From an optimization exercise on the open Yosys and OpenROAD flow, aimed at small area and a short achievable clock period; shortcuts taken in it are not production practice. RTL that was checked went through simulation tests only; none was proved equivalent to the original. For runs 1 and 4, only the layout was checked, not whether the RTL still works. In run 5 the design's own scripts or RTL, not TritonCTS, make the clock network. The clock port is modelled as an ideal driver, which makes a skipped or thinned clock tree look cheaper than it is; a real chip needs a root buffer or a tree. Power and IR drop assume default switching activity.

[design/flow/config.mk]
export PLATFORM = sky130hd
export DESIGN_NAME = wav_riff_stream_parser
export DESIGN_NICKNAME = wav_riff_stream_parser
export VERILOG_FILES = /design/flow/design.v
export SDC_FILE = /design/flow/constraint.sdc
export NUM_CORES = 4
export LEC_CHECK = 0
export ABC_AREA = 1
export CAP_MARGIN = 20
export CORE_MARGIN = 2
export CORE_UTILIZATION = 40
export CTS_BUF_LIST = sky130_fd_sc_hd__clkbuf_8
export SETUP_SLACK_MARGIN = 3.8
export SLEW_MARGIN = 20
[design/flow/design.v]
`default_nettype none
package wrp_pkg;
    localparam logic [31:0] ID_RIFF_LE = 32'h4646_4952;
    localparam logic [31:0] ID_RIFF_SW = 32'h5249_4646;
    localparam logic [31:0] ID_FMT_LE  = 32'h2074_6D66;
    localparam logic [31:0] ID_FMT_SW  = 32'h666D_7420;
    localparam logic [31:0] ID_DATA_LE = 32'h6174_6164;
    localparam logic [31:0] ID_DATA_SW = 32'h6461_7461;
    localparam logic [31:0] TAG_WAVE   = 32'h4556_4157;
    localparam logic [4:0] WORD_BYTES    = 5'd4;
    localparam logic [4:0] FMT_TAG_END   = 5'd1;
    localparam logic [4:0] FMT_CHAN_END  = 5'd3;
    localparam logic [4:0] FMT_RATE_END  = 5'd7;
    localparam logic [4:0] FMT_BITS_END  = 5'd15;
    localparam logic [4:0] FMT_FIELD_SAT = 5'd16;
    localparam logic [15:0] PCM_TAG   = 16'd1;
    localparam logic [15:0] BITS_8    = 16'd8;
    localparam logic [15:0] BITS_16   = 16'd16;
    localparam logic [15:0] CHAN_MONO = 16'd1;
    localparam logic [15:0] CHAN_STEREO = 16'd2;
    localparam logic [1:0] KIND_FORMAT = 2'd0;
    localparam logic [1:0] KIND_SAMPLE = 2'd1;
    localparam logic [1:0] KIND_ERROR  = 2'd2;
    localparam logic [2:0] ERR_NONE      = 3'd0;
    localparam logic [2:0] ERR_NO_RIFF   = 3'd1;
    localparam logic [2:0] ERR_NO_WAVE   = 3'd2;
    localparam logic [2:0] ERR_NO_FMT    = 3'd3;
    localparam logic [2:0] ERR_NOT_PCM   = 3'd4;
    localparam logic [2:0] ERR_BAD_CHAN  = 3'd5;
    localparam logic [2:0] ERR_BAD_BITS  = 3'd6;
    localparam logic [2:0] ERR_NO_DATA   = 3'd7;
    typedef struct packed {
        logic [1:0]  out_kind;
        logic [15:0] sample_word;
        logic [1:0]  channel_count;
        logic [4:0]  sample_bits;
        logic [31:0] sample_rate_hz;
        logic [2:0]  error_code;
        logic        last_of_file;
    } result_t;
    typedef struct packed {
        logic    valid;
        result_t data;
    } push_t;
    function automatic logic [31:0] swap32(input logic [31:0] v);
        swap32 = {v[7:0], v[15:8], v[23:16], v[31:24]};
    endfunction
    function automatic logic [2:0] format_check(
        input logic [15:0] tag,
        input logic [15:0] chans,
        input logic [15:0] bits
    );
        if (tag != PCM_TAG)
            format_check = ERR_NOT_PCM;
        else if (chans != CHAN_MONO && chans != CHAN_STEREO)
            format_check = ERR_BAD_CHAN;
        else if (bits != BITS_8 && bits != BITS_16)
            format_check = ERR_BAD_BITS;
        else
            format_check = ERR_NONE;
    endfunction
endpackage
`default_nettype wire
`default_nettype none
module wav_riff_stream_parser (
    input  wire             clk,
    input  wire             rst_n,
    input  wire             bytes_valid,
    output wire             bytes_ready,
    input  wire  [7:0]      bytes_in_byte,
    input  wire             bytes_end_of_file,
    output wire             results_valid,
    input  wire             results_ready,
    output wire  [1:0]      results_out_kind,
    output wire  [15:0]     results_sample_word,
    output wire  [1:0]      results_channel_count,
    output wire  [4:0]      results_sample_bits,
    output wire  [31:0]     results_sample_rate_hz,
    output wire  [2:0]      results_error_code,
    output wire             results_last_of_file
);
    localparam logic [1:0] KIND_FORMAT = wrp_pkg::KIND_FORMAT;
    localparam logic [1:0] KIND_SAMPLE = wrp_pkg::KIND_SAMPLE;
    localparam logic [1:0] KIND_ERROR  = wrp_pkg::KIND_ERROR;
    localparam logic [5:0] PH_HDR   = 6'b000001;
    localparam logic [5:0] PH_CHK   = 6'b000010;
    localparam logic [5:0] PH_FMT   = 6'b000100;
    localparam logic [5:0] PH_SKIP  = 6'b001000;
    localparam logic [5:0] PH_DATA  = 6'b010000;
    localparam logic [5:0] PH_DRAIN = 6'b100000;
    logic [1:0]  step;
    logic        ready_q;
    logic        ready_o;             
    logic        proc;                
    logic        dec;                 
    logic        outv;
    logic [5:0]  phase;
    logic [4:0]  cnt;
    logic        swapped;
    logic        seen;
    logic [7:0]  r0, r1, r2, r3;      
    logic [7:0]  c0, c1, c2, c3;      
    logic        rb, cb, kb;          
    logic        rza, a1, a2;         
    logic        rz;                  
    logic        cl;                  
    logic        clt3;                
    logic        ma, mb;              
    logic        tagok;
    logic [1:0]  chan_q;
    logic [1:0]  bits_q;              
    logic [31:0] rate_q;
    logic [15:0] word_q;
    logic        eof_q;
    logic        cand0;               
    logic        r_load, c_load;      
    logic [1:0]  kind_q;
    logic [2:0]  err_q;
    logic        last_q;
    logic        emit_q, clrf_q;
    assign bytes_ready            = ready_o;
    assign results_valid          = outv;
    assign results_out_kind       = kind_q;
    assign results_sample_word    = word_q;
    assign results_channel_count  = chan_q;
    assign results_sample_bits    = {bits_q, 3'b000};
    assign results_sample_rate_hz = rate_q;
    assign results_error_code     = err_q;
    assign results_last_of_file   = last_q;
    logic st0, st3, upd0, pfin;
    assign st0  = (step == 2'd0);
    assign st3  = (step == 2'd3);
    assign upd0 = proc && st0;
    assign pfin = proc && st3;
    logic ph_hdr, ph_chk, ph_fmt, ph_skip, ph_data;
    assign ph_hdr  = phase[0];
    assign ph_chk  = phase[1];
    assign ph_fmt  = phase[2];
    assign ph_skip = phase[3];
    assign ph_data = phase[4];
    logic        b16;
    logic        data8;
    logic        hsel;
    logic [7:0]  b;
    logic [1:0]  k;
    logic [1:0]  tgt;
    assign b16   = bits_q[1];
    assign data8 = ph_data && !b16;
    assign hsel  = (cnt[0] ^ swapped) &&
                   ((ph_fmt && (cnt[4:2] != 3'd1)) || (ph_data && b16));
    assign b     = word_q[7:0];
    assign k     = cnt[1:0];
    assign tgt   = cnt[1:0] ^ {swapped, swapped};
    logic f1, f2, f8, f16;
    assign f1  = (word_q == 16'd1);
    assign f2  = (word_q == 16'd2);
    assign f8  = (word_q == 16'd8);
    assign f16 = (word_q == 16'd16);
    logic       r_dec, c_dec;
    logic       r_bin, c_bin, k_bin;
    logic       accept, nxt_proc;
    logic [7:0] r_alu, c_alu, w_sl;
    logic [7:0] r_bw, c_bw;
    logic [7:0] w_lt, w_gt;
    logic       k_lt;
    assign accept   = ready_q && bytes_valid;
    assign nxt_proc = accept || (proc && !st3);
    assign r_dec    = !rz && ((ph_hdr && cnt[3]) || ph_chk || ph_fmt || ph_skip);
    assign c_dec    = ph_fmt || ph_skip || ph_data;
    assign r_bin = rb;
    assign c_bin = cb;
    assign k_bin = kb && !st0;
    always_comb
    begin
        for (int i = 0; i < 8; i++)
        begin
            r_bw[i] = r_bin && ((r3 & ((8'd1 << i) - 8'd1)) == 8'd0);
            c_bw[i] = c_bin && ((c3 & ((8'd1 << i) - 8'd1)) == 8'd0);
        end
    end
    assign r_alu = r_load ? b : (r3 ^ r_bw);
    assign c_alu = c_load ? b : (c3 ^ c_bw);
    assign w_sl = c_load ? b : c3;
    assign w_lt = ~w_sl & r3;
    assign w_gt = w_sl & ~r3;
    logic [3:0] lt2, gt2;
    logic [1:0] lt4, gt4;
    logic       lt8, gt8;
    always_comb
    begin
        for (int i = 0; i < 4; i++)
        begin
            lt2[i] = w_lt[2*i+1] || (!w_gt[2*i+1] && w_lt[2*i]);
            gt2[i] = w_gt[2*i+1] || (!w_lt[2*i+1] && w_gt[2*i]);
        end
        for (int i = 0; i < 2; i++)
        begin
            lt4[i] = lt2[2*i+1] || (!gt2[2*i+1] && lt2[2*i]);
            gt4[i] = gt2[2*i+1] || (!lt2[2*i+1] && gt2[2*i]);
        end
        lt8 = lt4[1] || (!gt4[1] && lt4[0]);
        gt8 = gt4[1] || (!lt4[1] && gt4[0]);
    end
    assign k_lt = lt8 || (!gt8 && k_bin);
    logic zr, zc, zc1, zc2;
    assign zr  = r_load ? (b == 8'd0) : ((r3[7:1] == 7'd0) && (r3[0] == r_bin));
    assign zc  = c_load ? (b == 8'd0) : ((c3[7:1] == 7'd0) && (c3[0] == c_bin));
    assign zc1 = c_load ? (b[7:1] == 7'd0) :
                 c_bin  ? ((c3[7:2] == 6'd0) && (c3[1] ^ c3[0])) : (c3[7:1] == 7'd0);
    assign zc2 = c_load ? (b[7:2] == 6'd0) :
                 c_bin  ? (((c3[7:3] == 5'd0) && (c3[2:0] != 3'd0)) || (c3 == 8'd4))
                        : (c3[7:2] == 6'd0);
    logic wz1, wlt3;
    assign wz1     = a1 && zc;
    assign wlt3    = a2 && zc && !(c2[1] && c2[0]);
    always_ff @(posedge clk)
    begin
        r0 <= r_alu;
        r1 <= r0;
        r2 <= r1;
        r3 <= r2;
        c0 <= c_alu;
        c1 <= c0;
        c2 <= c1;
        c3 <= c2;
        rb <= st3 ? (accept && r_dec) : (r_bw[7] && !r3[7]);
        cb <= st3 ? (accept && c_dec) : (c_bw[7] && !c3[7]);
        kb <= k_lt;
        r_load <= nxt_proc && ph_hdr && (cnt[3:2] == 2'd1) && ((step + 2'd1) == tgt);
        c_load <= nxt_proc && ph_chk && cnt[2] && ((step + 2'd1) == tgt);
        rza <= (st0 || rza) && zr;
        a1  <= st0 ? zc1 : (a1 && zc);
        a2  <= st0 ? zc2 : (a2 && zc);
        if (st3)
        begin
            rz   <= rza && zr;
            cl   <= wz1;
            clt3 <= wlt3;
        end
    end
    logic       cand;
    logic [7:0] e_a;
    assign cand = (k != 2'd0) ? mb : cand0;
    always_comb
    begin
        e_a = 8'h00;
        if (ph_hdr && cnt[3])
        begin
            case (k)             
                2'd0: e_a = 8'h57;
                2'd1: e_a = 8'h41;
                2'd2: e_a = 8'h56;
                default: e_a = 8'h45;
            endcase
        end
        else
        begin
            case ({ph_hdr, swapped && !ph_hdr, cand, k})
                5'b10000: e_a = 8'h52;
                5'b10001: e_a = 8'h49;
                5'b10010: e_a = 8'h46;
                5'b10011: e_a = 8'h46;
                5'b10100: e_a = 8'h46;
                5'b10101: e_a = 8'h46;
                5'b10110: e_a = 8'h49;
                5'b10111: e_a = 8'h52;
                5'b00000: e_a = 8'h66;
                5'b00001: e_a = 8'h6D;
                5'b00010: e_a = 8'h74;
                5'b00011: e_a = 8'h20;
                5'b00100: e_a = 8'h64;
                5'b00101: e_a = 8'h61;
                5'b00110: e_a = 8'h74;
                5'b00111: e_a = 8'h61;
                5'b01000: e_a = 8'h20;
                5'b01001: e_a = 8'h74;
                5'b01010: e_a = 8'h6D;
                5'b01011: e_a = 8'h66;
                5'b01100: e_a = 8'h61;
                5'b01101: e_a = 8'h74;
                5'b01110: e_a = 8'h61;
                default:  e_a = 8'h64;
            endcase
        end
    end
    logic mlo, mhi;
    always_ff @(posedge clk)
    begin
        mlo <= (b[3:0] == e_a[3:0]);
        mhi <= (b[7:4] == e_a[7:4]);
        if (proc && (step == 2'd1) && id_byte)
            ma <= ((k == 2'd0) || ma) && mlo && mhi;
    end
    logic id_byte, fmt_start, rate_wr;
    assign id_byte   = (ph_hdr && (cnt[3:2] != 2'd1)) || (ph_chk && !cnt[2]);
    assign fmt_start = ph_chk && (cnt == 5'd7) && ma && !mb && !seen;
    assign rate_wr   = upd0 && ph_fmt && (cnt[4:2] == 3'd1);
    logic d_hdr_r, d_hdr_w, d_hdr3, d_hdr11, d_chk0z, d_chk_adv, d_sz;
    logic d_fmt15, d_fmtlt15, d_fmtge16, d_skip, d_d8, d_d16lo, d_d16hi, d_drain;
    assign d_hdr3    = ph_hdr && (cnt == 5'd3);
    assign d_hdr11   = ph_hdr && (cnt == 5'd11);
    assign d_hdr_w   = ph_hdr && (cnt >= 5'd7) && (cnt <= 5'd10);
    assign d_hdr_r   = ph_hdr && (cnt <= 5'd6) && (cnt != 5'd3);
    assign d_chk0z   = ph_chk && (cnt == 5'd0) && rz;
    assign d_chk_adv = ph_chk && (cnt <= 5'd6) && !((cnt == 5'd0) && rz);
    assign d_sz      = ph_chk && (cnt == 5'd7);
    assign d_fmt15   = ph_fmt && (cnt == 5'd15);
    assign d_fmtlt15 = ph_fmt && (cnt < 5'd15);
    assign d_fmtge16 = ph_fmt && cnt[4];
    assign d_skip    = ph_skip;
    assign d_d8      = ph_data && !b16;
    assign d_d16lo   = ph_data && b16 && !cnt[0];
    assign d_d16hi   = ph_data && b16 && cnt[0];
    assign d_drain   = phase[5];
    logic s_hdr_r, s_hdr_w, s_hdr3, s_hdr11, s_chk0z, s_chk_adv, s_sz;
    logic s_fmt15, s_fmtlt15, s_fmtge16, s_skip, s_d8, s_d16lo, s_d16hi, s_drain;
    logic ok;
    assign s_hdr_r   = d_hdr_r;
    assign s_hdr_w   = d_hdr_w;
    assign s_hdr3    = d_hdr3;
    assign s_hdr11   = d_hdr11;
    assign s_chk0z   = d_chk0z;
    assign s_chk_adv = d_chk_adv;
    assign s_fmt15   = d_fmt15;
    assign s_fmtlt15 = d_fmtlt15;
    assign s_fmtge16 = d_fmtge16;
    assign s_skip    = d_skip;
    assign s_d8      = d_d8;
    assign s_d16lo   = d_d16lo;
    assign s_d16hi   = d_d16hi;
    assign s_drain   = d_drain;
    always_ff @(posedge clk)
    begin
        s_sz      <= d_sz;
        ok        <= tagok && (chan_q != 2'd0) && (bits_q != 2'd0);
    end
    logic chanz;
    assign chanz = (chan_q == 2'd0);
    logic emit_ne, emit_e, emit, sample, format, last;
    logic g_a, g_1, g_2, g_f, g_7;
    logic [2:0] err;
    logic [1:0] kind;
    assign emit_ne = (s_hdr3 && !ma) || (s_hdr11 && !ma) || s_chk0z ||
                     s_fmt15 || (s_fmtlt15 && cl) || s_d8 || s_d16hi;
    assign emit_e  = !s_drain;
    assign emit    = eof_q ? emit_e : emit_ne;
    assign sample  = s_d8 || s_d16hi;
    assign format  = s_fmt15 && ok && !eof_q;
    assign kind    = sample ? KIND_SAMPLE : format ? KIND_FORMAT : KIND_ERROR;
    assign last    = eof_q || !((s_fmt15 && ok) || (s_d8 && !cl) || (s_d16hi && !clt3));
    assign g_a   = s_chk0z || s_chk_adv || s_fmtge16 || s_skip ||
                   (s_hdr11 && ma) || (s_fmtlt15 && !cl);           
    assign g_1   = s_hdr3 || s_hdr_r;
    assign g_2   = (s_hdr11 && !ma) || s_hdr_w;
    assign g_f   = (s_fmt15 && !ok) || (s_fmtlt15 && cl);            
    assign g_7   = (s_fmt15 && ok && eof_q) || s_d16lo;
    assign err[2] = (g_a && seen) || g_f || g_7;
    assign err[1] = g_a || g_2 || (g_f && tagok && !chanz) || g_7;
    assign err[0] = g_a || g_1 || (g_f && tagok && chanz) || g_7;
    logic go_drain, go_chk;
    logic [5:0] ph_n;
    logic [4:0] cnt_n, cnt_inc;
    logic c_inc, c_one, c_zero;
    assign go_drain = (emit_ne && !sample && !(s_fmt15 && ok)) ||
                      (s_d8 && cl) || (s_d16hi && clt3);
    assign go_chk   = (s_hdr11 && ma) || (((s_fmt15 && ok) || s_fmtge16 || s_skip) && cl);
    assign ph_n     = go_drain ? PH_DRAIN : go_chk ? PH_CHK : phase;
    assign cnt_inc = cnt + 5'd1;
    assign c_inc   = s_hdr_r || s_hdr_w || s_hdr3 || s_chk_adv || s_fmtlt15 ||
                     (s_fmt15 && !(ok && cl));
    assign c_one   = s_d16lo;
    assign c_zero  = s_hdr11 || (s_fmt15 && ok && cl) || (s_fmtge16 && cl) || s_d16hi;
    assign cnt_n   = c_inc ? cnt_inc : c_one ? 5'd1 : c_zero ? 5'd0 : cnt;
    logic fmtk, datk, othk;
    logic sz_wz, sz_ed, sz_tb, sz_emit;
    logic [2:0] sz_err;
    logic [5:0] sz_ph;
    assign fmtk   = ma && !mb && !seen;
    assign datk   = ma && mb;
    assign othk   = !fmtk && !datk;
    assign sz_wz  = cl && !c3[0];
    assign sz_ed  = b16 ? cl : sz_wz;
    assign sz_tb  = c0[7] || (!kb && !sz_wz);
    assign sz_emit = fmtk ? (sz_wz || eof_q) :
                     datk ? (!seen || (eof_q && !sz_ed)) :
                            (sz_tb || eof_q);
    assign sz_err  = fmtk ? (sz_wz ? 3'd4 : 3'd3) : {seen, 2'b11};
    assign sz_ph   = fmtk ? (sz_wz ? PH_DRAIN : PH_FMT) :
                     datk ? ((!seen || sz_ed) ? PH_DRAIN : PH_DATA) :
                            (sz_tb ? PH_DRAIN : sz_wz ? PH_CHK : PH_SKIP);
    always_ff @(posedge clk or negedge rst_n)
    begin
        if (!rst_n)
        begin
            step    <= 2'd0;
            ready_q <= 1'b0;
            ready_o <= 1'b0;
            proc    <= 1'b0;
            dec     <= 1'b0;
            outv    <= 1'b0;
            phase   <= PH_HDR;
            cnt     <= 5'd0;
            swapped <= 1'b0;
            seen    <= 1'b0;
        end
        else
        begin
            step    <= step + 2'd1;
            ready_q <= (step == 2'd2) && !proc && !dec && !(outv && !results_ready);
            ready_o <= (step == 2'd2) && !proc && !dec && !(outv && !results_ready);
            if (ready_q && bytes_valid)
                proc <= 1'b1;
            else if (st3)
                proc <= 1'b0;
            dec <= pfin;
            if (dec)
                outv <= s_sz ? sz_emit : emit_q;
            else if (results_ready)
                outv <= 1'b0;
            if ((pfin && !s_sz) || (dec && s_sz))
            begin
                if (eof_q)
                begin
                    phase   <= PH_HDR;
                    cnt     <= 5'd0;
                    swapped <= 1'b0;
                    seen    <= 1'b0;
                end
                else if (s_sz)
                begin
                    phase   <= sz_ph;
                    cnt     <= 5'd0;
                end
                else
                begin
                    phase   <= ph_n;
                    cnt     <= cnt_n;
                    if (s_hdr3)
                        swapped <= mb;
                    if (s_fmt15 && ok)
                        seen <= 1'b1;
                end
            end
        end
    end
    always_ff @(posedge clk)
    begin
        if (ready_q)
        begin
            eof_q  <= bytes_end_of_file;
            cand0  <= ph_hdr  ? bytes_in_byte[2] :
                      swapped ? bytes_in_byte[0] : !bytes_in_byte[1];
            if (data8)
                word_q <= {8'd0, bytes_in_byte};
            else if (hsel)
                word_q[15:8] <= bytes_in_byte;
            else
                word_q[7:0] <= bytes_in_byte;
        end
        else if (dec && (s_sz || (emit_q && (kind_q != KIND_SAMPLE))))
            word_q <= 16'd0;
        if (upd0)
        begin
            if (id_byte)
                mb <= cand;
            if (fmt_start)
                tagok <= 1'b0;
            else if (ph_fmt && (cnt == 5'd1))
                tagok <= f1;
        end
        if (pfin)
        begin
            emit_q <= emit;
            clrf_q <= s_sz ? !seen : (emit && !(seen || (s_fmt15 && ok)));
            kind_q <= kind;
            err_q  <= err;
            last_q <= last;
        end
        else if (dec && s_sz)
        begin
            kind_q <= KIND_ERROR;
            err_q  <= sz_err;
            last_q <= 1'b1;
        end
        if (dec && clrf_q)
        begin
            chan_q <= 2'd0;
            bits_q <= 2'd0;
            rate_q <= 32'd0;
        end
        else
        begin
            if (upd0 && fmt_start)
            begin
                chan_q <= 2'd0;
                bits_q <= 2'd0;
            end
            else if (upd0 && ph_fmt && (cnt == 5'd3))
                chan_q <= {f2, f1};
            else if (upd0 && ph_fmt && (cnt == 5'd15))
                bits_q <= {f16, f8};
            if (rate_wr && tgt == 2'd0)
                rate_q[7:0]   <= b;
            if (rate_wr && tgt == 2'd1)
                rate_q[15:8]  <= b;
            if (rate_wr && tgt == 2'd2)
                rate_q[23:16] <= b;
            if (rate_wr && tgt == 2'd3)
                rate_q[31:24] <= b;
        end
    end
endmodule
`default_nettype wire
[design/flow/standard.sh]
#!/bin/bash
# synth_recipe.tcl (not shown) runs the flow's synth.tcl, then flattens the netlist and writes it again
# the make line also repeats each setting of config.mk as NAME=value (left out here)
make -C /OpenROAD-flow-scripts/flow DESIGN_CONFIG=/design/flow/config.mk WORK_HOME=/design/flow/orfs CLKGATE_MAP_FILE= SYNTH_SCRIPT=/design/flow/synth_recipe.tcl "${@:-finish}"
[design/flow/constraint.sdc]
create_clock -name core_clock -period 6.0 [get_ports {clk}]
set_input_delay 1.2000 -clock core_clock [delete_from_list [all_inputs] [get_ports {clk}]]
set_output_delay 1.2000 -clock core_clock [all_outputs]
set_load 0.01 [all_outputs]
[design/flow/flow/run.sh]
#!/bin/bash
# The standard layout (the standard.sh: standard synthesis and ORFS flow),
# with one change: the port buffers are buf_1 cells instead of the default
# choice. Each tool's full output stays in ORFS's own logs under orfs/logs;
# make's output goes to flow_make.log here.
set -euo pipefail
bash standard.sh "BUFFER_PORTS_ARGS=-buffer_cell sky130_fd_sc_hd__buf_1" finish > flow_make.log 2>&1
==> metrics.md, run 1 <==
| Metric | Value |
|---|---|
| Peak VDD IR | 0.000159 V |
| Post-synth EDFFs | 32 |
| MaxCap Viol Count | 0 |
| Hold Path End | c2[4]$_DFF_P_ |
| Dpl hpwl | 13400 µm |
| Crit Path Category | register to primary output |
| Routed WL | 19300 µm |
| Top delay family on crit path | flip-flops |
| WHS Path Cells | 0 |
| Synth top area share | 32.1% |
| Synth area leaders | dfxtp_1 (32%), edfxtp_1 (14%), nand2_1 (8.8%) |
| Final worst-path cycle share | 39.3% |
| DR pass1 iterations | 8 |
| Vias in the first global route | 5659 |
| Unrepaired setup endpoints after global routing | yes |
| Antenna violations before repair | 0 |
| Vias | 6052 |
| Tightest Pin Transition | 0.987 ns |
| H-tree levels | 4 |
| Congestion Overflow GR | 0 |
| Register-to-Register Path Depth | 13 |
| #FFs+latches synth | 163 |
| Mean Syn Cell Area | 8.35 µm² |
| Worst R2R Start | cnt[0]$_DFFE_PN0P_ |
| RR Endpoint | err_q[2]$_DFFE_PP_ |
| Post-Syn Area | 0.00699 mm² |
| Post-layout net count | 979 |
| # DRC | 0 |
| CTS tree | built |
| DIE WIDTH | 136 µm |
| Placer congestion estimate | 0.928 |
| Area growth syn-to-layout | 19.2% |
| Die Y | 136 µm |
| Share of cells above drive strength 1 | 20.6% |
| DR iter-0 viols | 543 |
| First-pass GRT wire length | 30000 µm |
| Worst-path fanout max | 2 |
| Post-synth ARST share | 11.7% |
| Ys flop type | dfxtp_1 |
| Antenna Cells | 0 |
| Layout Cells excl Fill | 1186 |
| Starting Density | 40.7% |
| Number of buffers added on ports | 72 |
| Clock slew at reported path FFs | 0.10 ns |
| CP max stage cell | edfxtp_1 |
| # placed instances | 1114 |
| Skew final | 0.0156 ns |
| R2R Setup Slk | 3.91 ns |
| Post-route ant nets | 0 |
| Netlist cell types | 52 |
| Max Freq | 0.424 GHz |
| Area leader, netlist | dfxtp_1 |
| Final hold viol count | 0 |
| Yosys warning count | 1 |
| Req. time, crit path | 4.80 ns |
| HP Class | register to register |
| Die footprint | 0.0185 mm² |
| Core area | 0.0172 mm² |
| Synth Instances | 837 |
| # IOs | 76 |
| Min Tclk post-route | 2.36 ns |
| Leakage | 3.80 nW |
| CP cell instances | buf_1 |
| Crit path arrival time | 1.16 ns |
| Critical path buffers and inverters | 1 |
| Vias per cell | 5.10 |
| Num rows | 48 |
| Max-slew violations | 0 |
| Min-delay src | c1[4]$_DFF_P_ |
| Worst Setup Start Kind | register |
| CTS root buf | clkbuf_8 |
| Later-pin clock latency in the skew report | 0.46 ns |
| Filler cell count | 1694 |
| Overall Global Routing Usage | 21.4% |
| Final setup vio count | 0 |
| Sequential standard cell area | 0.00371 mm² |
| CTS Sinks | 163 |
| Post-CTS Hold Fix Bufs | 0 |
| Average wire per standard cell | 16.3 µm |
| Max incr delay on CP | 0.52 ns |
| Setup TNS | 0 ns |
| Largest net degree at the start of global routing | 34 |
| Area of the multi-input gates | 0.00284 mm² |
| CTS Buf Count | 17 |
| Crit end category | primary output |
| Power Dens Cells | 261 mW/mm² |
| Power, Total | 0.00217 W |
| CTS max path bufs | 2 |
| Outcome | complete, no violations |
| Rel. slew slack | 34.0% |
| Seq/Total Area, Yosys | 52.6% |
## state kept, by name, summed over array words and instances (netlist names), 3 cells and up
signal and count:
word_q 16, phase 6, cnt 5, err_q 3
r3 8, c0 8, r1 8, r0 8
c3 8, r2 8, c1 8, rate_q 32
c2 8
## kinds of logic after synthesis
family | count (synthesis) | share of synthesized area, %
AO/OA/AOI/OAI | 171 | 13.5
adder cells (fa/ha/maj) | 18 | 3.22
buffers and inverters | 130 | 8.13
flip-flops | 163 | 52.6
other | 1 | 0.0537
XOR/XNOR | 5 | 0.841
AND/OR/NAND/NOR | 349 | 21.6
## cells in the final DEF, fill, tap and decap left out, types with 3 or more instances in the layout
cell / count
o21a_1: 4
dfxtp_1: 99
dfxtp_2: 11
a21oi_2: 4
dfrtp_2: 4
a31oi_1: 7
o211ai_1: 4
inv_1: 88
nand3_1: 51
nand2_1: 159
nor2_1: 88
buf_6: 3
o21ai_0: 65
inv_6: 4
clkbuf_8: 17
dfrtp_1: 14
a21oi_1: 45
clkinv_2: 4
clkinvlp_4: 3
o21ai_1: 24
edfxtp_1: 32
buf_1: 20
nor3_1: 8
nand3_2: 6
inv_2: 10
clkinv_8: 3
nand4_1: 16
ha_2: 5
ha_1: 12
nor3_2: 3
conb_1: 3
buf_4: 40
inv_8: 3
clkbuf_2: 43
buf_2: 6
nand2_2: 7
## through the flow
step	area, µm²	hold slack, ns	setup slack (ns)	util, %
floorplan	7000	0.310	3.91	-
global placement	7400	0.310	3.56	43.1
detailed placement	7400	0.312	3.45	43.1
CTS	8030	0.329	3.61	46.7
global route	8330	0.339	3.58	48.5
finish	8330	0.332	3.64	48.5
## worst max path at each step
stage	start	endpoint	slack, ns	cells past startpoint
after floorplan	cnt[1]$_DFFE_PN0P_	err_q[2]$_DFFE_PP_	3.91	12
after global placement	cnt[0]$_DFFE_PN0P_	err_q[2]$_DFFE_PP_	3.56	12
after detailed placement	cnt[0]$_DFFE_PN0P_	err_q[2]$_DFFE_PP_	3.45	12
after CTS	word_q[3]$_SDFFCE_PN0P_	results_sample_word[3]	3.61	1
after global routing	word_q[3]$_SDFFCE_PN0P_	results_sample_word[3]	3.58	1
final	word_q[3]$_SDFFCE_PN0P_	results_sample_word[3]	3.64	1
## layer usage
layer | track usage (%) | vias to the layer above | part of all wire, %
li1 | - | 2989 | -
met2 | 33.6 | 196 | 46
met4 | 7.35 | 0 | 2.4
met1 | 29.1 | 2831 | 45
met3 | 4.70 | 36 | 5.8
met5 | 0 | - | 0
## power breakdown
| group | leakage, nW | switching [W] | total, W | internal, W |
|---|---|---|---|---|
| Combinational | 2.14 | 0.000126 | 0.000193 | 0.0000669 |
| Clock | 0.209 | 0.000471 | 0.000827 | 0.000356 |
| Sequential | 1.45 | 0.0000245 | 0.00115 | 0.00113 |
| Total | 3.80 | 0.000622 | 0.00217 | 0.00155 |
## layout make-up
class,instances,area share [%]
Sequential cell,163,44.5
Multi-Input combinational cell,547,34.1
Timing Repair Buffer,113,8.09
Inverter,106,4.94
Tap cell,225,3.38
Clock buffer,17,2.81
Clock inverter,15,2.19
## Yosys cell counts, types with 2 or more instances
master / instances
clkinv_1: 2
nand3_1: 53
ha_1: 18
buf_6: 6
nor2_2: 2
edfxtp_1: 32
o21ai_1: 22
nand4_1: 16
a21oi_2: 2
o21a_1: 4
clkinv_2: 3
buf_4: 7
xnor2_2: 2
or2_2: 2
dfrtp_1: 18
o21ai_0: 68
nor2_1: 88
buf_2: 2
xnor2_1: 2
inv_2: 8
o31ai_1: 2
nor3_1: 10
nor4_1: 2
a31oi_1: 7
nand2_1: 164
a21oi_1: 47
dfxtp_1: 112
nand3_2: 4
a22oi_1: 2
a211oi_1: 2
o22ai_1: 2
clkbuf_1: 9
inv_1: 92
a21boi_0: 2
nand2_2: 3
o211ai_1: 4
## what timing repair did
action,in CTS,in global routing
pin swaps,0,5
endpoints found under the setup margin,65,96
buffers inserted,20,19
cloned,0,1
gates resized for setup,26,82
==> run 2, diff against run 1 <==
--- a/design/flow/design.v
+++ b/design/flow/design.v
@@ -396,3 +396,2 @@
             ready_q <= 1'b0;
-            ready_o <= 1'b0;
             proc    <= 1'b0;
@@ -409,3 +408,2 @@
             ready_q <= (step == 2'd2) && !proc && !dec && !(outv && !results_ready);
-            ready_o <= (step == 2'd2) && !proc && !dec && !(outv && !results_ready);
             if (ready_q && bytes_valid)
@@ -446,2 +444,4 @@
     always_ff @(posedge clk)
+        ready_o <= (step == 2'd2) && !proc && !dec && !(outv && !results_ready);
+    always_ff @(posedge clk)
     begin
--- a/design/flow/config.mk
+++ b/design/flow/config.mk
@@ -12,3 +12,3 @@
 export CTS_BUF_LIST = sky130_fd_sc_hd__clkbuf_8
-export SETUP_SLACK_MARGIN = 3.8
+export SETUP_SLACK_MARGIN = 3.7
 export SLEW_MARGIN = 20
==> run 2 against run 1 <==
Effect of this change: combinational power shrank 9%; die area grew 0.23%; maximum frequency is essentially flat; critical path depth is the same; routed wire length shrank 4.4%; worst hold slack lost 0.0071 ns; setup slack is essentially flat; first-iteration DRC count shrank 49%; register-to-register slack lost 0.04 ns; largest power group unchanged; highest routed layer unchanged.
==> metrics.md, run 2 <==
| Metric | Value |
|---|---|
| Outcome | complete, no violations |
| Number of flip-flops in the largest register | 32 (unchanged) |
| CP max stage cell | edfxtp_1 |
| Area leader, netlist | dfxtp_1 |
| DR iter-0 viols | 275 (-49%) |
| Number of buffers added on ports | 72 (unchanged) |
| CTS tree | built |
| Max Freq | 0.424 GHz (about the same) |
| Unrepaired setup endpoints after global routing | yes |
| Netlist cell types | 55 (+5.8%) |
| Post-synth EDFFs | 32 (unchanged) |
| Dpl hpwl | 13600 µm (+1.7%) |
| Starting Density | 40.6% (-0.047 points) |
| Share of cells above drive strength 1 | 10.6% (-10 points) |
| Num rows | 48 (unchanged) |
| Post-Syn Area | 0.00701 mm² (+0.23%) |
| Most flop-heavy register | rate_q |
| Commonest non-fill, non-tap cell in the layout | nand2_1 |
| CP cell instances | buf_1 |
| Die Y | 136 µm (+0.11%) |
| Crit end category | primary output |
| Setup TNS | 0 ns (unchanged) |
| Core area | 0.0172 mm² (+0.35%) |
| Leakage | 3.51 nW (-7.6%) |
| Power Dens Cells | 274 mW/mm² (+5.3%) |
| Req. time, crit path | 4.80 ns (about the same) |
| # DRC | 0 (unchanged) |
| Synth area leaders | dfxtp_1 (32%), edfxtp_1 (14%), nand2_1 (8.8%) |
| Mean Syn Cell Area | 8.39 µm² (+0.47%) |
| Filler cell count | 1700 (+0.35%) |
| First-pass GRT wire length | 29200 µm (-2.6%) |
| Post-synth ARST share | 11.6% (-0.071 points) |
| Clock slew at reported path FFs | 0.08 ns (-0.02 ns) |
| Top delay family on crit path | flip-flops |
| Worst-path fanout max | 2 (unchanged) |
| Top-count cell post-synth | nand2_1 |
| Antenna Cells | 0 (unchanged) |
| Post-layout net count | 950 (-3.0%) |
| Synth top area share | 32.3% (+0.21 points) |
| R2R Setup Slk | 3.87 ns (-0.04 ns) |
| Final worst-path cycle share | 39.3% (about the same) |
| Die footprint | 0.0186 mm² (+0.23%) |
| Yosys warning count | 1 (unchanged) |
| Peak VDD IR | 0.000161 V (+1.1%) |
| CTS Sinks | 164 (+0.61%) |
| Ys flop type | dfxtp_1 |
| Later-pin clock latency in the skew report | 0.47 ns (about the same) |
| DIE WIDTH | 136 µm (+0.11%) |
| Largest regs | rate_q: 32 flops, word_q: 16 flops |
| Post-synth top cells | nand2_1 (165), dfxtp_1 (113), nor2_1 (90), inv_1 (89), o21ai_0 (72) |
| CTS root buf | clkbuf_8 |
| Most frequent cells in the layout | nand2_1 (162), dfxtp_1 (112), nor2_1 (90), inv_1 (89), o21ai_0 (72) |
| Vias | 5872 (-3.0%) |
| Worst Setup Start Kind | register |
| Post-Route Utilization | 46.5% (-2.1 points) |
| Largest net degree at the start of global routing | 35 (+2.9%) |
| Skew final | 0.0161 ns (+0.000475 ns) |
| Crit path arrival time | 1.16 ns (about the same) |
| Max incr delay on CP | 0.52 ns (about the same) |
| Min Tclk post-route | 2.36 ns (-0.000200 ns) |
| Overall Global Routing Usage | 20.9% (-0.49 points) |
| Vias in the first global route | 5601 (-1.0%) |
| Area growth syn-to-layout | 14.3% |
| Average wire per standard cell | 15.9 µm (-2.0%) |
| HP Class | register to register |
| Final hold viol count | 0 (unchanged) |
| CTS Buf Count | 17 (unchanged) |
| Placer congestion estimate | 0.948 (+2.2%) |
| Final setup vio count | 0 (unchanged) |
| Routed WL | 18400 µm (-4.4%) |
| Critical path buffers and inverters | 1 (unchanged) |
| DR pass1 iterations | 8 (unchanged) |
| CTS max path bufs | 2 (unchanged) |
| # IOs | 76 (unchanged) |
| Post-route ant nets | 0 (unchanged) |
| Seq/Total Area, Yosys | 52.8% (+0.16 points) |
| Max-slew violations | 0 (unchanged) |
| Tightest Pin Transition | 0.618 ns (-0.369 ns) |
| Vias per cell | 5.08 (-0.54%) |
| MaxCap Viol Count | 0 (unchanged) |
| H-tree levels | 4 (unchanged) |
| Crit Path Category | register to primary output |
| #FFs+latches synth | 164 (+0.61%) |
| Congestion Overflow GR | 0 (unchanged) |
| Rel. slew slack | 58.7% (+25 points) |
| Synth Instances | 835 (-0.24%) |
| Antenna violations before repair | 0 (unchanged) |
## run 2: layout make-up
| type | instances | area [µm²] | share of cell area, % |
|---|---|---|---|
| multi-input cells | 548 | 2810 | 35.1 |
| repair buffers | 85 | 384 | 4.80 |
| clock buffers | 17 | 234 | 2.92 |
| inverters | 103 | 398 | 4.97 |
| clock inverters | 15 | 196 | 2.45 |
| flip-flops and latches | 164 | 3700 | 46.3 |
| well taps | 225 | 282 | 3.52 |
## run 2: worst paths after layout
kind,to,cells after the start,startpoint
hold reg to reg,c2[1]$_DFF_P_,0,c1[1]$_DFF_P_
min in group asynchronous,step[1]$_DFF_PN0_,1,rst_n
setup / recovery,results_sample_word[2],1,word_q[2]$_SDFFCE_PN0P_
hold / removal,c2[1]$_DFF_P_,0,c1[1]$_DFF_P_
max in group asynchronous,cnt[1]$_DFFE_PN0P_,1,rst_n
setup reg to reg,err_q[0]$_DFFE_PP_,12,cnt[0]$_DFFE_PN0P_
## run 2: layer usage
metal | part of all wire, % | up-vias | track usage (%)
met1 | 47 | 2724 | 27.6
met3 | 5.6 | 34 | 5.29
met2 | 44 | 192 | 31.9
met4 | 3.2 | 0 | 9.90
li1 | - | 2922 | -
met5 | 0 | - | 0
## run 2: where the power goes
part	switching, W	internal (W)
Sequential	0.0000264	0.00114
Clock	0.000436	0.000424
Combinational	0.000119	0.0000561
Total	0.000581	0.00162
## run 2: logic make-up (layout without fill, tap and decap cells)
family | Yosys count | count (layout) | synth area share, %
adders and majority gates | 18 | 18 | 3.21
and+or+nand+nor | 352 | 352 | 21.9
xor gates and xnor gates | 5 | 5 | 0.839
buffers and inverters | 125 | 220 | 7.89
DFF | 164 | 164 | 52.8
AOI/OAI and AO/OA | 170 | 170 | 13.3
other | 1 | 3 | 0.0535
## run 2: what timing repair did
item / in CTS / in global routing
endpoints found under the setup margin: 26 / 54
setup buffers: 10 / 2
pin swaps: 0 / 1
gates resized for setup: 5 / 19
hold buffers: 0 / 0
## run 2: through the flow
stage	hold WS, ns	setup slack [ns]	cells	instance area [µm²]	power [W]
3_5_place_dp	0.312	3.50	1112	7410	0.00135
3_3_place_gp	0.310	3.57	1112	7410	0.00134
4_1_cts	0.324	3.63	1154	7920	0.00221
5_1_grt	0.325	3.62	1157	8010	0.00229
6_report	0.325	3.64	1157	8010	0.00220
2_1_floorplan	0.310	3.90	837	7010	0.00129
==> run 3, diff against run 2 <==
--- a/design/flow/config.mk
+++ b/design/flow/config.mk
@@ -12,3 +12,3 @@
 export CTS_BUF_LIST = sky130_fd_sc_hd__clkbuf_8
-export SETUP_SLACK_MARGIN = 3.7
+export SETUP_SLACK_MARGIN = 3.6
 export SLEW_MARGIN = 20
==> run 3 against run 2 <==
Effect of this change: final cell count unchanged; synthesized cell count unchanged; largest cell class unchanged; utilization decreased by 0.25 points; critical path type unchanged.
==> metrics.md, run 3 <==
| Metric | Value |
|---|---|
| Outcome | complete, no violations |
| Max Freq | 0.425 GHz (+0.26%) |
| Most frequent cells in the layout | nand2_1 (164), dfxtp_1 (112), inv_1 (90), nor2_1 (90), o21ai_0 (72) |
| DP Worst Slack | 3.50 ns (unchanged) |
| Tightest Pin Transition | 0.838 ns (+0.220 ns) |
| Top delay family on crit path | flip-flops |
| RR Endpoint | rate_q[26]$_SDFFE_PP0P_ |
| CTS Buf Count | 17 (unchanged) |
| Seq/Total Area, Yosys | 52.8% (unchanged) |
| Min-delay src | c1[1]$_DFF_P_ |
| Power Dens Cells | 275 mW/mm² (+0.33%) |
| # IOs | 76 (unchanged) |
| Crit path arrival time | 1.15 ns (about the same) |
| Top-count cell post-synth | nand2_1 |
| Area leader, netlist | dfxtp_1 |
| Number of buffers added on ports | 72 (unchanged) |
| Leakage | 3.48 nW (-0.71%) |
| Num rows | 48 (unchanged) |
| Dpl hpwl | 13600 µm (unchanged) |
| CTS root buf | clkbuf_8 |
| CP cell instances | buf_1 |
| # placed instances | 1112 (unchanged) |
| Post-layout worst setup margin | 3.65 ns (+0.00612 ns) |
| H-tree levels | 4 (unchanged) |
| Vias in the first global route | 5592 (-0.16%) |
| CP max stage cell | edfxtp_1 |
| Placer congestion estimate | 0.948 (unchanged) |
| Core area | 0.0172 mm² (unchanged) |
| Post-synth ARST share | 11.6% (unchanged) |
| HP Class | register to register |
| Mean Syn Cell Area | 8.39 µm² (unchanged) |
| Worst R2R Start | step[0]$_DFF_PN0_ |
| Peak VDD IR | 0.000166 V (+3.3%) |
| Setup TNS | 0 ns (unchanged) |
| Worst-path fanout max | 2 (unchanged) |
| Final hold viol count | 0 (unchanged) |
| CTS tree | built |
| Congestion Overflow GR | 0 (unchanged) |
| CTS max path bufs | 2 (unchanged) |
| Routed WL | 18400 µm (about the same) |
| Ys flop type | dfxtp_1 |
| Simple-Gate Fraction of Synth Area | 21.9% (unchanged) |
| Vias | 5914 (+0.72%) |
| Starting Density | 40.6% (unchanged) |
| Largest regs | rate_q: 32 flops, word_q: 16 flops |
| Number of flip-flops in the largest register | 32 (unchanged) |
| Netlist cell types | 55 (unchanged) |
| CTS Sinks | 164 (unchanged) |
| Register-to-Register Path Depth | 8 (-4) |
| Max incr delay on CP | 0.52 ns (about the same) |
| Synth area leaders | dfxtp_1 (32%), edfxtp_1 (14%), nand2_1 (8.8%) |
| Synth Area in Compound Gates | 13.3% (unchanged) |
| Req. time, crit path | 4.80 ns (about the same) |
| Antenna Cells | 0 (unchanged) |
| Most flop-heavy register | rate_q |
| MaxCap Viol Count | 0 (unchanged) |
| Antenna violations before repair | 0 (unchanged) |
| Post-Route Utilization | 46.2% (-0.25 points) |
| Crit Path Category | register to primary output |
| Final hold slack | 0.327 ns (+0.00197 ns) |
| Share of cells above drive strength 1 | 9.33% (-1.3 points) |
| Adder-Cell Fraction of Synth Area | 3.21% (unchanged) |
| Worst Setup Start Kind | register |
| #FFs+latches synth | 164 (unchanged) |
| Post-synth EDFFs | 32 (unchanged) |
| Synth top area share | 32.3% (unchanged) |
| Hold Path End | c2[1]$_DFF_P_ |
| Later-pin clock latency in the skew report | 0.46 ns (about the same) |
| # DRC | 0 (unchanged) |
| Final worst-path cycle share | 39.2% (-0.10 points) |
| Skew final | 0.0146 ns (-0.00149 ns) |
| Max-slew violations | 0 (unchanged) |
| DR pass1 iterations | 5 (-3) |
| Post-synth top cells | nand2_1 (165), dfxtp_1 (113), nor2_1 (90), inv_1 (89), o21ai_0 (72) |
| Crit end category | primary output |
| Post-route ant nets | 0 (unchanged) |
| Clock slew at reported path FFs | 0.08 ns (about the same) |
| Die Y | 136 µm (unchanged) |
| Synth Instances | 835 (unchanged) |
| XOR/XNOR Fraction of Synth Area | 0.839% (unchanged) |
| Min Tclk post-route | 2.35 ns (-0.00612 ns) |
| Post-Syn Area | 0.00701 mm² (unchanged) |
| Overall Global Routing Usage | 20.9% (about the same) |
| Rel. slew slack | 44.1% (-15 points) |
| First-pass GRT wire length | 29200 µm (about the same) |
| Largest net degree at the start of global routing | 35 (unchanged) |
| Commonest non-fill, non-tap cell in the layout | nand2_1 |
| Area growth syn-to-layout | 13.7% |
| Yosys warning count | 1 (unchanged) |
| DIE WIDTH | 136 µm (unchanged) |
| Post-synthesis mux area share | 0% (unchanged) |
| Largest family of logic cells by synthesized area | simple AND/OR/NAND/NOR gates |
| Critical path buffers and inverters | 1 (unchanged) |
| Final setup vio count | 0 (unchanged) |
| R2R Setup Slk | 3.82 ns (-0.05 ns) |
| Average wire per standard cell | 15.9 µm (about the same) |
| DR iter-0 viols | 321 (+17%) |
| WHS Path Cells | 0 (unchanged) |
| Unrepaired setup endpoints after global routing | yes |
| Vias per cell | 5.11 (+0.72%) |
| Layout Cells excl Fill | 1157 (unchanged) |
| Die footprint | 0.0186 mm² (unchanged) |
| Post-CTS Hold Fix Bufs | 0 (unchanged) |
| Post-layout net count | 950 (unchanged) |
-- run 3: repair_timing --
item | CTS | global route
resized for setup | 3 | 6
setup endpoints to repair | 23 | 17
setup buffers | 8 | 4
-- run 3: stage by stage --
stage | power, W | cell area (µm²)
2_1_floorplan | 0.00129 | 7010
6_report | 0.00219 | 7960
4_1_cts | 0.00220 | 7900
5_1_grt | 0.00228 | 7960
3_3_place_gp | 0.00134 | 7410
3_5_place_dp | 0.00135 | 7410
-- run 3: worst max-delay path by stage --
stage                                  from                      to  cells after the start  slack, ns
floorplan                cnt[1]$_DFFE_PN0P_      err_q[2]$_DFFE_PP_                     12       3.90
global placement         cnt[0]$_DFFE_PN0P_      err_q[0]$_DFFE_PP_                     12       3.57
detailed placement       cnt[0]$_DFFE_PN0P_      err_q[2]$_DFFE_PP_                     12       3.50
CTS                 word_q[2]$_SDFFCE_PN0P_  results_sample_word[2]                      1       3.63
global route             cnt[0]$_DFFE_PN0P_    phase[2]$_DFFE_PN0P_                     14       3.53
finish              word_q[2]$_SDFFCE_PN0P_  results_sample_word[2]                      1       3.65
-- run 3: layer usage --
| metal | up-vias | global-route usage (%) | part of all wire (%) |
|---|---|---|---|
| met3 | 40 | 5.29 | 6.0 |
| met1 | 2753 | 27.7 | 47 |
| met4 | 0 | 9.61 | 3.2 |
| li1 | 2929 | - | - |
| met2 | 192 | 32.0 | 44 |
| met5 | - | 0 | 0 |
-- run 3: logic make-up after synthesis --
logic type	count (synthesis)
compound gates	170
xor+xnor	5
fa+ha+maj	18
buf+inv	125
flops	164
other cells	1
simple gates	352
-- run 3: layout make-up --
cell class                 instances  area [µm²]
clock inverter                    15         196
multi-input combinational        548        2770
timing repair buffer              85         377
sequential                       164        3700
inverter                         103         398
tap                              225         282
clock buffer                      17         234
fill                            1711        9270
-- run 3: report_power, final --
group	switching (W)	internal, W
registers	0.0000261	0.00114
logic	0.000118	0.0000549
clock network	0.000434	0.000424
total	0.000578	0.00162
==> run 4, diff against run 3 <==
--- a/design/flow/design.v
+++ b/design/flow/design.v
@@ -296,3 +296,3 @@
     assign fmt_start = ph_chk && (cnt == 5'd7) && ma && !mb && !seen;
-    assign rate_wr   = upd0 && ph_fmt && (cnt[4:2] == 3'd1);
+    assign rate_wr   = ready_q && ph_fmt && (cnt[4:2] == 3'd1);
     logic d_hdr_r, d_hdr_w, d_hdr3, d_hdr11, d_chk0z, d_chk_adv, d_sz;
@@ -502,9 +502,9 @@
             if (rate_wr && tgt == 2'd0)
-                rate_q[7:0]   <= b;
+                rate_q[7:0] <= bytes_in_byte;
             if (rate_wr && tgt == 2'd1)
-                rate_q[15:8]  <= b;
+                rate_q[15:8] <= bytes_in_byte;
             if (rate_wr && tgt == 2'd2)
-                rate_q[23:16] <= b;
+                rate_q[23:16] <= bytes_in_byte;
             if (rate_wr && tgt == 2'd3)
-                rate_q[31:24] <= b;
+                rate_q[31:24] <= bytes_in_byte;
         end
==> run 4 against run 3 <==
Effect of this change: still clean; synthesized area rose by 1.3%; count of clock-buffer cells in the layout did not move; largest power group unchanged; sequential share of layout area fell by 0.58 points; combinational power is 19% higher; first-iteration DRC count grew 100%; critical endpoint is now results_sample_word[1]; worst hold slack improved by 0.0045 ns.
==> metrics.md, run 4 <==
| Metric | Value |
|---|---|
| Vias per cell | 4.98 (-2.6%) |
| Vias in the first global route | 5500 (-1.6%) |
| # DRC | 0 (unchanged) |
| Core area | 0.0173 mm² (+0.35%) |
| Layout Cells excl Fill | 1180 (+2.0%) |
| Max-slew violations | 0 (unchanged) |
| Setup TNS | 0 ns (unchanged) |
| Number of buffers added on ports | 72 (unchanged) |
| Overall Global Routing Usage | 19.6% (-1.2 points) |
| Synth area leaders | dfxtp_1 (32%), edfxtp_1 (14%), nand2_1 (8.7%) |
| Crit path arrival time | 1.17 ns (+0.02 ns) |
| Final worst-path cycle share | 39.5% (+0.25 points) |
| Commonest non-fill, non-tap cell in the layout | nand2_1 |
| Adder-Cell Fraction of Synth Area | 3.17% (-0.042 points) |
| Power Dens Cells | 271 mW/mm² (-1.7%) |
| CTS max path bufs | 2 (unchanged) |
| Skew final | 0.0161 ns (+0.00151 ns) |
| Final setup vio count | 0 (unchanged) |
| Top-count cell post-synth | nand2_1 |
| Worst-path fanout max | 4 (+2) |
| Area growth syn-to-layout | 13.6% |
| DP Worst Slack | 3.54 ns (+0.0452 ns) |
| Average wire per standard cell | 15.1 µm (-5.0%) |
| Placer congestion estimate | 0.935 (-1.4%) |
| Starting Density | 41.0% (+0.40 points) |
| Power, Total | 0.00218 W (-0.53%) |
| Clock slew at reported path FFs | 0.09 ns (about the same) |
| Ys flop type | dfxtp_1 |
| Seq/Total Area, Yosys | 52.1% (-0.70 points) |
| Post-synthesis mux area share | 0.141% (+0.14 points) |
| Post-layout worst setup margin | 3.63 ns (-0.0152 ns) |
| Rel. slew slack | 28.3% (-16 points) |
| Die Y | 137 µm (+0.65%) |
| Synth Instances | 850 (+1.8%) |
| CTS Buf Count | 17 (unchanged) |
| Simple-Gate Fraction of Synth Area | 21.4% (-0.55 points) |
| Netlist cell types | 52 (-5.5%) |
| Max Freq | 0.422 GHz (-0.64%) |
| Final hold viol count | 0 (unchanged) |
| # IOs | 76 (unchanged) |
| R2R Setup Slk | 3.76 ns (-0.06 ns) |
| Placed cell area | 0.00749 mm² (+1.1%) |
| Outcome | complete, no violations |
| Top delay family on crit path | flip-flops |
| Share of cells above drive strength 1 | 11.3% (+2.0 points) |
| CP max stage cell | edfxtp_1 |
| Sequential standard cell area | 0.00370 mm² (about the same) |
| Unrepaired setup endpoints after global routing | yes |
| DR pass1 iterations | 5 (unchanged) |
| Filler cell count | 1769 (+3.4%) |
| Leakage | 3.55 nW (+2.1%) |
| CP cell instances | clkbuf_2 |
| Mean Syn Cell Area | 8.35 µm² (-0.45%) |
| Tightest Pin Transition | 1.07 ns (+0.234 ns) |
| Crit Path Category | register to primary output |
| CTS Sinks | 164 (unchanged) |
| Req. time, crit path | 4.80 ns (about the same) |
| Most flop-heavy register | rate_q |
| Routed WL | 17900 µm (-3.1%) |
| Crit end category | primary output |
| Min Tclk post-route | 2.37 ns (+0.0152 ns) |
| Fin area | 0.00806 mm² (+1.2%) |
| XOR/XNOR Fraction of Synth Area | 0.493% (-0.35 points) |
| Critical path buffers and inverters | 1 (unchanged) |
| Antenna violations before repair | 2 (+2) |
| Area leader, netlist | dfxtp_1 |
| Largest family of logic cells by synthesized area | simple AND/OR/NAND/NOR gates |
| DIE WIDTH | 137 µm (+0.65%) |
| MaxCap Viol Count | 0 (unchanged) |
| H-tree levels | 4 (unchanged) |
| CTS tree | built |
| Vias | 5877 (-0.63%) |
| Area of the multi-input gates | 0.00280 mm² (+1.1%) |
| Die footprint | 0.0188 mm² (+1.3%) |
| Largest regs | rate_q: 32 flops, word_q: 16 flops |
| First-pass GRT wire length | 28200 µm (-3.5%) |
| DR iter-0 viols | 646 (+100%) |
| Most frequent cells in the layout | nand2_1 (165), dfxtp_1 (112), inv_1 (103), nor2_1 (84), buf_1 (69) |
| Later-pin clock latency in the skew report | 0.47 ns (about the same) |
| Max incr delay on CP | 0.52 ns (about the same) |
| Post-synth EDFFs | 32 (unchanged) |
| Synth top area share | 31.9% (-0.43 points) |
| CTS root buf | clkbuf_8 |
| Post-Syn Area | 0.00710 mm² (+1.3%) |
| Post-synth ARST share | 11.6% (unchanged) |
| Congestion Overflow GR | 0 (unchanged) |
| Synth Area in Compound Gates | 14.1% (+0.81 points) |
| Post-layout net count | 971 (+2.2%) |
| HP Class | register to register |
| Num rows | 48 (unchanged) |
| Largest net degree at the start of global routing | 34 (-2.9%) |
| Post-synth top cells | nand2_1 (165), dfxtp_1 (113), inv_1 (104), nor2_1 (84), o21ai_0 (66) |
| Post-CTS Hold Fix Bufs | 0 (unchanged) |
| #FFs+latches synth | 164 (unchanged) |
| Worst Setup Start Kind | register |
| Peak VDD IR | 0.000159 V (-4.3%) |
| Post-route ant nets | 0 (unchanged) |
| Yosys warning count | 1 (unchanged) |
| Dpl hpwl | 13100 µm (-3.5%) |
| Number of flip-flops in the largest register | 32 (unchanged) |
| # placed instances | 1126 (+1.3%) |
## run 4: cell types whose count changed after synthesis, sizes merged, moves of 2 or more
cell	before	now
nand4	15	18
o21a	4	2
o211ai	6	4
a21oi	49	59
or2	3	6
nand2	168	170
clkinv	5	3
inv	98	113
nor2	94	89
nor3	10	14
nor4	5	3
nand3	53	46
a31oi	7	5
## run 4: layout make-up
cell class | count | area share (%)
diodes | 2 | 0.0621
clock buffers | 17 | 2.90
inverters | 116 | 5.51
repair buffers | 92 | 5.26
clock inverters | 15 | 2.05
multi-input cells | 549 | 34.8
flip-flops and latches | 164 | 45.9
well taps | 225 | 3.49
## run 4: worst paths after layout
check	start	to	depth (start not counted)
max in group asynchronous	rst_n	cnt[1]$_DFFE_PN0P_	1
min	r1[5]$_DFF_P_	r2[5]$_DFF_P_	0
min in group asynchronous	rst_n	phase[5]$_DFFE_PN0P_	1
min reg2reg	r1[5]$_DFF_P_	r2[5]$_DFF_P_	0
max reg2reg	cnt[1]$_DFFE_PN0P_	phase[0]$_DFFE_PN1P_	12
max	word_q[1]$_SDFFCE_PN0P_	results_sample_word[1]	1
## run 4: report_power, final
part           leakage, nW  internal, W  total [W]  switching (W)
clock                0.200     0.000347   0.000802       0.000454
sequential            1.46      0.00115    0.00117      0.0000268
combinational         1.90    0.0000760   0.000206       0.000130
## run 4: per-stage QoR
step	utilization, %	hold WS, ns
finish	46.6	0.331
global route	46.6	0.338
CTS	45.8	0.333
floorplan	-	0.310
global placement	43.3	0.310
detailed placement	43.3	0.312
## run 4: routing by layer
layer	GRT usage, %	up-vias	share of wire [%]
met4	6.53	0	1.8
met5	0	-	0
met3	5.59	30	7.3
li1	-	2979	-
met2	30.5	195	45
met1	26.4	2673	46
## run 4: what timing repair did
item,in CTS,in global routing
pin swaps,0,0
buffers inserted,5,15
gates resized for setup,2,7
setup endpoints to repair,9,29
## run 4: kinds of logic after synthesis
family                     count (synthesis)
AOI/OAI and AO/OA                        176
xor gates and xnor gates                   4
adders and majority gates                 18
buffers and inverters                    139
DFF                                      164
muxes                                      1
other                                      1
and+or+nand+nor                          347
==> run 5, diff against run 4 <==
--- a/design/flow/design.v
+++ b/design/flow/design.v
@@ -296,3 +296,3 @@
     assign fmt_start = ph_chk && (cnt == 5'd7) && ma && !mb && !seen;
-    assign rate_wr   = ready_q && ph_fmt && (cnt[4:2] == 3'd1);
+    assign rate_wr   = upd0 && ph_fmt && (cnt[4:2] == 3'd1);
     logic d_hdr_r, d_hdr_w, d_hdr3, d_hdr11, d_chk0z, d_chk_adv, d_sz;
@@ -502,9 +502,9 @@
             if (rate_wr && tgt == 2'd0)
-                rate_q[7:0] <= bytes_in_byte;
+                rate_q[7:0]   <= b;
             if (rate_wr && tgt == 2'd1)
-                rate_q[15:8] <= bytes_in_byte;
+                rate_q[15:8]  <= b;
             if (rate_wr && tgt == 2'd2)
-                rate_q[23:16] <= bytes_in_byte;
+                rate_q[23:16] <= b;
             if (rate_wr && tgt == 2'd3)
-                rate_q[31:24] <= bytes_in_byte;
+                rate_q[31:24] <= b;
         end
==> design/flow/flow/run.sh (replaced) <==
#!/bin/bash
# The standard layout (the standard.sh: standard synthesis and ORFS flow),
# with two changes: the port buffers are buf_1 cells, and the clock tree is
# two levels of clkbuf_8 cells built by flow/pre_cts.tcl instead of
# TritonCTS, whose root buffer drives leaves spread over the whole die. Each tool's full output stays in ORFS's own logs
# under orfs/logs; make's output goes to flow_make.log here.
set -euo pipefail
here=$(pwd)
bash standard.sh "BUFFER_PORTS_ARGS=-buffer_cell sky130_fd_sc_hd__buf_1" \
  "PRE_CTS_TCL=$here/flow/pre_cts.tcl" finish > flow_make.log 2>&1
==> design/flow/flow/mytree2.tcl (new file) <==
proc kmeans { pts nb } {
  # pts: list of {id x y}; returns list of cluster index per point
  set n [llength $pts]
  set sorted [lsort -integer -index 1 $pts]
  set cx {}; set cy {}
  for {set k 0} {$k < $nb} {incr k} {
    set s [lindex $sorted [expr {int(($k + 0.5) * $n / $nb)}]]
    lappend cx [lindex $s 1]; lappend cy [lindex $s 2]
  }
  set assign {}
  for {set iter 0} {$iter < 40} {incr iter} {
    set sx [lrepeat $nb 0.0]; set sy [lrepeat $nb 0.0]; set sc [lrepeat $nb 0]
    set assign {}
    foreach s $pts {
      lassign $s id x y
      set best 0; set bd 1e18
      for {set k 0} {$k < $nb} {incr k} {
        set dx [expr {$x - [lindex $cx $k]}]; set dy [expr {$y - [lindex $cy $k]}]
        set d [expr {$dx*$dx + $dy*$dy}]
        if {$d < $bd} { set bd $d; set best $k }
      }
      lappend assign $best
      lset sx $best [expr {[lindex $sx $best] + $x}]
      lset sy $best [expr {[lindex $sy $best] + $y}]
      lset sc $best [expr {[lindex $sc $best] + 1}]
    }
    for {set k 0} {$k < $nb} {incr k} {
      if {[lindex $sc $k] > 0} {
        lset cx $k [expr {int([lindex $sx $k] / [lindex $sc $k])}]
        lset cy $k [expr {int([lindex $sy $k] / [lindex $sc $k])}]
      }
    }
  }
  return [list $assign $cx $cy]
}

proc add_buf { block master name innet x y } {
  set buf [odb::dbInst_create $block $master $name]
  set net [odb::dbNet_create $block "${name}_net"]
  $net setSigType CLOCK
  [$buf findITerm A] connect $innet
  [$buf findITerm X] connect $net
  $buf setLocation $x $y
  $buf setPlacementStatus PLACED
  return $net
}

proc my_clock_tree2 { ntop leaf topcell leafcell } {
  set block [ord::get_db_block]
  set db [ord::get_db]
  set clknet [$block findNet clk]
  set sinks {}
  set i 0
  foreach it [$clknet getITerms] {
    lassign [[$it getInst] getLocation] x y
    lappend sinks [list $i $x $y]
    lappend iterms $it
    incr i
  }
  lassign [kmeans $sinks $ntop] top cx cy
  set mtop [$db findMaster $topcell]
  set mleaf [$db findMaster $leafcell]
  set nleaves 0
  for {set t 0} {$t < $ntop} {incr t} {
    set members {}
    foreach s $sinks a $top { if {$a == $t} { lappend members $s } }
    if {[llength $members] == 0} { continue }
    set tnet [add_buf $block $mtop "clkbuf_top_$t" $clknet [lindex $cx $t] [lindex $cy $t]]
    set nl [expr {int(ceil([llength $members] / double($leaf)))}]
    lassign [kmeans $members $nl] sub lx ly
    for {set l 0} {$l < $nl} {incr l} {
      set lnet [add_buf $block $mleaf "clkbuf_leaf_${t}_$l" $tnet [lindex $lx $l] [lindex $ly $l]]
      incr nleaves
      foreach s $members a $sub {
        if {$a == $l} {
          set it [lindex $iterms [lindex $s 0]]
          $it disconnect
          $it connect $lnet
        }
      }
    }
  }
  puts "my_clock_tree2: [llength $sinks] sinks, $ntop top buffers, $nleaves leaf buffers"
}
==> design/flow/flow/pre_cts.tcl (new file) <==
# Sourced by ORFS's cts.tcl before clock tree synthesis (PRE_CTS_TCL).
# Replaces TritonCTS's tree by a shallower balanced one: the clock port drives
# four clkbuf_8 cells (one per k-means cluster of flip-flops), each of which
# drives clkbuf_8 leaf cells, one per sub-cluster of at most 20 flip-flops.
source [file join [file dirname [info script]] mytree2.tcl]
my_clock_tree2 4 20 sky130_fd_sc_hd__clkbuf_8 sky130_fd_sc_hd__clkbuf_8
rename clock_tree_synthesis triton_clock_tree_synthesis
proc clock_tree_synthesis { args } {
  puts "clock_tree_synthesis: tree built by pre_cts.tcl, TritonCTS not run"
  set_propagated_clock [all_clocks]
}
==> run 5 against run 4 <==
Effect of this change: utilization shrank 1.8 points; synthesized cell count decreased by 1.8%; sequential power about the same; register-to-register slack better by 0.04 ns; sequential share of layout area increased by 2.0 points; routed wire length is 0.27% lower; critical path depth stayed put; final cell count fell by 3.6%; die area shrank 1.3%; total power shrank 15%; combinational power fell by 18%; largest cell class unchanged.
==> metrics.md, run 5 <==
| Metric | Value |
|---|---|
| Overall Global Routing Usage | 19.2% (-0.41 points) |
| Max Freq | 0.433 GHz (+2.7%) |
| Rel. slew slack | 45.0% (+17 points) |
| Most flop-heavy register | rate_q |
| Commonest non-fill, non-tap cell in the layout | nand2_1 |
| Largest net degree at the start of global routing | 35 (+2.9%) |
| Synth Area in Compound Gates | 13.3% (-0.81 points) |
| Placer congestion estimate | 0.948 (+1.4%) |
| Clock slew at reported path FFs | 0.11 ns (+0.02 ns) |
| Final hold viol count | 0 (unchanged) |
| Post-synth top cells | nand2_1 (165), dfxtp_1 (113), nor2_1 (90), inv_1 (89), o21ai_0 (72) |
| Area leader, netlist | dfxtp_1 |
| Worst-path fanout max | 7 (+3) |
| MaxCap Viol Count | 0 (unchanged) |
| Vias per cell | 5.08 (+2.0%) |
| Number of buffers added on ports | 72 (unchanged) |
| Later-pin clock latency in the skew report | 0.30 ns (-0.17 ns) |
| Post-route ant nets | 0 (unchanged) |
| Post-Syn Area | 0.00701 mm² (-1.3%) |
| Synth top area share | 32.3% (+0.43 points) |
| DP Worst Slack | 3.50 ns (-0.0452 ns) |
| DR iter-0 viols | 283 (-56%) |
| Average wire per standard cell | 15.7 µm (+3.5%) |
| Ys flop type | dfxtp_1 |
| Req. time, crit path | 4.80 ns (about the same) |
| DIE WIDTH | 136 µm (-0.64%) |
| Antenna violations before repair | 0 (-2) |
| Antenna Cells | 0 (-2) |
| Power Dens Cells | 242 mW/mm² (-11%) |
| # IOs | 76 (unchanged) |
| Fin area | 0.00772 mm² (-4.2%) |
| Top-count cell post-synth | nand2_1 |
| Post-layout net count | 945 (-2.7%) |
| Max incr delay on CP | 0.61 ns (+0.09 ns) |
| Final setup vio count | 0 (unchanged) |
| Final worst-path cycle share | 38.5% (-1.0 points) |
| Most frequent cells in the layout | nand2_1 (164), dfxtp_1 (113), nor2_1 (90), inv_1 (88), o21ai_0 (72) |
| Die footprint | 0.0186 mm² (-1.3%) |
| Die Y | 136 µm (-0.64%) |
| Post-CTS Hold Fix Bufs | 0 (unchanged) |
| Post-synth ARST share | 11.6% (unchanged) |
| Unrepaired setup endpoints after global routing | yes |
| Placed cell area | 0.00741 mm² (-1.1%) |
| Area growth syn-to-layout | 10.2% |
| Tightest Pin Transition | 0.824 ns (-0.248 ns) |
| Min Tclk post-route | 2.31 ns (-0.0613 ns) |
| Outcome | complete, no violations |
| Netlist cell types | 55 (+5.8%) |
| Starting Density | 40.6% (-0.40 points) |
| Crit Path Category | register to primary output |
| Crit path arrival time | 1.11 ns (-0.06 ns) |
| Largest family of logic cells by synthesized area | simple AND/OR/NAND/NOR gates |
| First-pass GRT wire length | 28400 µm (+0.78%) |
| Top delay family on crit path | flip-flops |
| Largest regs | rate_q: 32 flops, word_q: 16 flops |
| CP max stage cell | edfxtp_1 |
| Worst Setup Start Kind | register |
| Adder-Cell Fraction of Synth Area | 3.21% (+0.042 points) |
| Mean Syn Cell Area | 8.39 µm² (+0.45%) |
| Number of flip-flops in the largest register | 32 (unchanged) |
| Synth area leaders | dfxtp_1 (32%), edfxtp_1 (14%), nand2_1 (8.8%) |
| Seq/Total Area, Yosys | 52.8% (+0.70 points) |
| Num rows | 48 (unchanged) |
| Vias in the first global route | 5462 (-0.69%) |
| Congestion Overflow GR | 0 (unchanged) |
| Skew final | 0.0350 ns (+0.0189 ns) |
| Simple-Gate Fraction of Synth Area | 21.9% (+0.55 points) |
| Power, Total | 0.00186 W (-15%) |
| Post-layout worst setup margin | 3.69 ns (+0.0613 ns) |
| Setup TNS | 0 ns (unchanged) |
| CP cell instances | buf_1 |
| Peak VDD IR | 0.000175 V (+10%) |
| Critical path buffers and inverters | 1 (unchanged) |
| Routed WL | 17800 µm (-0.27%) |
| Yosys warning count | 1 (unchanged) |
| Leakage | 3.36 nW (-5.4%) |
| Max-slew violations | 0 (unchanged) |
| Post-synth EDFFs | 32 (unchanged) |
| Core area | 0.0172 mm² (-0.35%) |
| Dpl hpwl | 13600 µm (+3.6%) |
| # DRC | 0 (unchanged) |
| Vias | 5777 (-1.7%) |
| XOR/XNOR Fraction of Synth Area | 0.839% (+0.35 points) |
| DR pass1 iterations | 5 (unchanged) |
| Final hold slack | 0.321 ns (-0.0109 ns) |
| Share of cells above drive strength 1 | 7.46% (-3.9 points) |
| Crit end category | primary output |
| #FFs+latches synth | 164 (unchanged) |
| Synth Instances | 835 (-1.8%) |
| HP Class | register to register |
| Post-synthesis mux area share | 0% (-0.14 points) |
[run 5: area by class of cell]
| cell class | count | area [µm²] |
|---|---|---|
| Inverter | 103 | 398 |
| Timing Repair Buffer | 82 | 354 |
| Tap cell | 225 | 282 |
| Buffer | 15 | 206 |
| Fill cell | 1746 | 9520 |
| Sequential cell | 164 | 3700 |
| Multi-Input combinational cell | 548 | 2780 |
[run 5: per-layer routing]
layer / GRT usage [%] / up-vias / part of all wire, %
met4: 6.08 / 0 / 3.5
met1: 27.4 / 2684 / 49
met5: 0 / - / 0
met2: 30.6 / 160 / 43
li1: - / 2899 / -
met3: 2.24 / 34 / 4.8
[run 5: repair_timing]
action	4_1_cts	5_1_grt
resized for setup	3	6
buffers inserted	0	9
setup endpoints to repair	15	20
pin swaps	0	1
[run 5: through the flow]
step,util [%],std cells
after CTS,44.2,1127
after global placement,43.0,1112
after detailed placement,43.0,1112
after floorplan,-,837
final,44.8,1137
after global routing,44.8,1137
[run 5: final timing paths]
path	start	end	slack, ns	depth (start not counted)
worst min register to register	r2[6]$_DFF_P_	r3[6]$_DFF_P_	0.32	0
worst max-delay path	word_q[2]$_SDFFCE_PN0P_	results_sample_word[2]	3.69	1
max in group asynchronous	rst_n	phase[0]$_DFFE_PN1P_	4.74	1
worst max register to register	cnt[1]$_DFFE_PN0P_	phase[1]$_DFFE_PN0P_	3.80	14
worst min-delay path	r2[6]$_DFF_P_	r3[6]$_DFF_P_	0.32	0
min in group asynchronous	rst_n	step[0]$_DFF_PN0_	0.86	1
[run 5: logic make-up after synthesis]
logic type | Yosys count
xor gates and xnor gates | 5
other | 1
buffers and inverters | 125
adders and majority gates | 18
AOI/OAI and AO/OA | 170
and+or+nand+nor | 352
DFF | 164
[run 5: report_power, final]
part | total [W] | switching [W] | internal [W]
Clock | 0.000532 | 0.000305 | 0.000227
Sequential | 0.00116 | 0.0000287 | 0.00114
Combinational | 0.000168 | 0.000114 | 0.0000539
Total | 0.00186 | 0.000448 | 0.00142
